This is an optimization exercise on Yosys and OpenROAD, whose aim is small area, a short achievable clock period and few clock cycles per item, not a production implementation.
At most, simulation tests tie the RTL to the original design; equivalence was not proved.

## ekf_top
module ekf_top (
    input  logic        clk,
    input  logic        n_rst,
    input  logic        meas_req,
    input  logic [29:0] meas,
    output logic        meas_ack,
    output logic        result_req,
    output logic [47:0] result,
    input  logic        result_ack
);
Size in the first run: ~2300 cells after synthesis, about 160 flip-flops, roughly 0.023 sq mm of cells after synthesis.
export LEC_CHECK = 0
export CAP_MARGIN = 20
export CORE_MARGIN = 2
export CORE_UTILIZATION = 50
export SLEW_MARGIN = 20
export SYNTH_HIERARCHICAL = 1
export SYNTH_MINIMUM_KEEP_SIZE = 0
create_clock -name core_clock -period 22.0 [get_ports {clk}]
standard.sh (not shown) runs the stock make flow with config.mk's settings and CLKGATE_MAP_FILE= SYNTH_SCRIPT=/design/flow/synth_recipe.tcl, a recipe that flattens the netlist after the stock synthesis.
==> flow/flow/run.sh <==
#!/bin/bash
# the standard flow, with timing repair aiming 16.7 ns below the clock period
bash standard.sh SETUP_SLACK_MARGIN=16.7 finish > standard.log 2>&1
Testbench counts at the start, summed over its fixed seeds: cycles 6,160, items 2,048.
Then changed:
==> flow/flow/run.sh (replaced) <==
#!/bin/bash
# the standard flow, with timing repair aiming 16.5 ns below the clock period
bash standard.sh SETUP_SLACK_MARGIN=16.5 finish > standard.log 2>&1
--- a/flow/config.mk
+++ b/flow/config.mk
@@ -7,0 +8 @@
+export ABC_AREA = 1
Result: Global-route usage grows by 5.4 points. Sequential share of layout area hardly moves. Fmax shrinks by 0.65%. Clock skew is about the same. Final area stays flat. Count of clock-buffer cells in the layout stays the same. Worst hold slack is better by 0.073 ns. Via count grows by 12%.
Then changed:
--- a/flow/config.mk
+++ b/flow/config.mk
@@ -8 +7,0 @@
-export ABC_AREA = 1
@@ -11 +10,2 @@
-export CORE_UTILIZATION = 50
+export CORE_UTILIZATION = 60
+export PLACE_DENSITY = 0.8
Routed wire length came out lower by 20%.
Critical path depth rose by 1.
Synthesized cell count went down by 15%.
Then changed:
--- a/flow/config.mk
+++ b/flow/config.mk
@@ -10,2 +10 @@
-export CORE_UTILIZATION = 60
-export PLACE_DENSITY = 0.8
+export CORE_UTILIZATION = 50
Register-to-register slack improved by 0.10 ns.
Critical path depth does not change.
Via count went down by a few percent.
Hold slack got worse by 0.0077 ns.
Synthesized area does not change.
Then changed:
--- a/flow/config.mk
+++ b/flow/config.mk
@@ -10,0 +11,2 @@
+export CTS_CLUSTER_DIAMETER = 60
+export CTS_CLUSTER_SIZE = 30
What happened: The new run produced a clean layout; final area is unchanged; clock-buffer cell count stays the same; setup slack is unchanged; routed wire length does not change; via count does not change.

---

## green
ekf_top, a different RTL version from the one above (not shown whole).
Size in the first run: about 2,300 cells after synthesis, about 160 flip-flops, about 84 I/O pins, ~23,000 µm² of cells after synthesis.
## ekf_top
module ekf_top (
    input  logic        clk,
    input  logic        n_rst,
    input  logic        meas_req,
    input  logic [29:0] meas,
    output logic        meas_ack,
    output logic        result_req,
    output logic [47:0] result,
    input  logic        result_ack
);
    logic        s1;              
    logic        s1w;             
    logic        s2, s3;
    logic        out_idle;        
    logic        go1;             
    logic        leave1;          
    logic        wr;              
    logic        accept;          
    logic        take;
    logic [29:0] cap;
    logic signed [23:0] soc, vrc;
    assign go1    = !result_req || result_ack;
    assign leave1 = (s1 || s1w) && go1;
    assign wr     = s3 && out_idle;
    assign accept = !(s1 || s1w || s2 || s3) || wr;
    assign take   = meas_req && !meas_ack && accept;
    always_ff @(posedge clk or negedge n_rst) begin
        if (!n_rst) begin
            meas_ack   <= 1'b0;
            s1         <= 1'b0;
            s1w        <= 1'b0;
            s2         <= 1'b0;
            s3         <= 1'b0;
            result_req <= 1'b0;
            out_idle   <= 1'b1;
        end else begin
            if (take)
                meas_ack <= 1'b1;
            else if (!meas_req)
                meas_ack <= 1'b0;
            s1  <= take;
            s1w <= (s1 || s1w) && !go1;
            s2  <= leave1;
            s3  <= s2 || (s3 && !out_idle);
            if (wr) begin
                result_req <= 1'b1;
                out_idle   <= 1'b0;
            end else if (result_req && result_ack) begin
                result_req <= 1'b0;
            end else if (!out_idle && !result_req && !result_ack) begin
                out_idle <= 1'b1;
            end
        end
    end
    always_ff @(posedge clk) begin
        if (accept)
            cap <= meas;
    end
  ...
clock: 22.0 ns
lec_check: 0
cap_margin: 20
core_margin: 2
core_utilization: 50
slew_margin: 20
synth_hierarchical: 1
synth_minimum_keep_size: 0
tns_end_percent: 20
==> flow/flow/run.sh <==
#!/bin/bash
# the standard flow, with timing repair aiming 16.5 ns below the clock period
bash standard.sh SETUP_SLACK_MARGIN=16.5 finish > standard.log 2>&1
Testbench counts of green, summed over its fixed seeds: cycles 6,160, items 2,048.
Relative to green, the following input files were edited for blue:
Settings: TNS_END_PERCENT no longer set, was 20.
--- outcome ---
Going from green to blue, the worst endpoint data arrival time was found to have gone down by 20 ps.
result[25] as the end of the critical path was reported by green, and result[4] by blue.
Sequential cell count came out exactly the same in blue and green.
There was hardly any difference in worst hold-check slack between green and blue.
Between green and blue, the post-layout instance count excluding filler cells figures differ only marginally.
Changes observed in blue relative to green: post-layout utilization of the core higher; largest net degree at the start of global routing roughly the same.
blue vs. green: number of signal-net buffers in the layout up 3, clock period minus worst slack went down, worst clock skew on the final layout flat.

---

== old ==
ekf_top, a different RTL version from the one above (not shown whole).
Size: roughly 170 flip-flops, roughly 84 I/O pins, about 0.024 mm2 of cells after synthesis.
Settings: LEC_CHECK=0, CAP_MARGIN=20, CORE_MARGIN=2, CORE_UTILIZATION=50, SLEW_MARGIN=20, SYNTH_HIERARCHICAL=1, SYNTH_MINIMUM_KEEP_SIZE=0; clock period 22.0 ns.
run.sh (not shown) runs the stock make flow with config.mk's settings and CLKGATE_MAP_FILE= SYNTH_SCRIPT=/design/flow/synth_recipe.tcl, a recipe that flattens the netlist after the stock synthesis.
Stock flow here: none of the scripts above is used.
Having completed the whole flow, old delivered a layout that passed the timing, design-rule and antenna checks.
Edits applied to the flow inputs when going from old to new:
==> flow/flow/run.sh (new file) <==
#!/bin/bash
# the standard flow, with timing repair aiming 16.5 ns below the clock period
bash standard.sh SETUP_SLACK_MARGIN=16.5 finish > standard.log 2>&1
==> flow/standard.sh (new file) <==
#!/bin/bash
# synth_recipe.tcl (not shown) runs the flow's synth.tcl, then flattens the netlist and writes it again
# the make line also repeats each setting of config.mk as NAME=value (left out here)
make -C /OpenROAD-flow-scripts/flow DESIGN_CONFIG=/design/flow/config.mk WORK_HOME=/design/flow/orfs CLKGATE_MAP_FILE= SYNTH_SCRIPT=/design/flow/synth_recipe.tcl "${@:-finish}"
removed: flow/run.sh
[summary]
STATUS wire length: new loses against old
Area growth from synthesis to final layout up 12 points in new wrt old
The clock skew after layout was comparable across old and new.
Compare old and new | fraction of the cycle the final worst path needs lower: new
Compared with old, new shows via count that has gone up by a few percent.
In new, the clock period minus worst slack came out 2.40 ns below the value in old.
No functional check of the RTL was part of any run of this note.

-- port drivers added, routing unchanged --
The flow's constraints put no driver on any port. The routed layouts listed below were extracted and timed again, unchanged, in two steps. Step 1, drivers: a clkbuf_16 drives clk and a buf_2 each remaining input, both assumed. Step 2 moves the port delays by t, midway between the first and last clock arrival at a register: inputs arrive t later, outputs are due t later. That takes back most of the time a late clock gives input paths. Three values: ideal, step 1, step 2; two values: the first two.
run	t (ns)	setup slack, ns	cell pins on the clock port's net
the first run of note 1	0.522	16.458 / 16.406 / 16.315	1
the second run of note 1	0.568	16.422 / 16.359 / 16.048	1
the third run of note 1	0.533	16.457 / 16.405 / 16.036	1
the fourth run of note 1	0.542	16.469 / 16.408 / 16.033	1
the fifth run of note 1	0.542	16.469 / 16.408 / 16.033	1
green	0.552	16.404 / 16.346 / 15.984	1
blue	0.551	16.424 / 16.366 / 16.291	1
old	0.507	13.238 / 13.238 / 13.238	1
new	0.510	15.634 / 15.634 / 15.634	1
After both steps setup and hold are still met in every run listed.
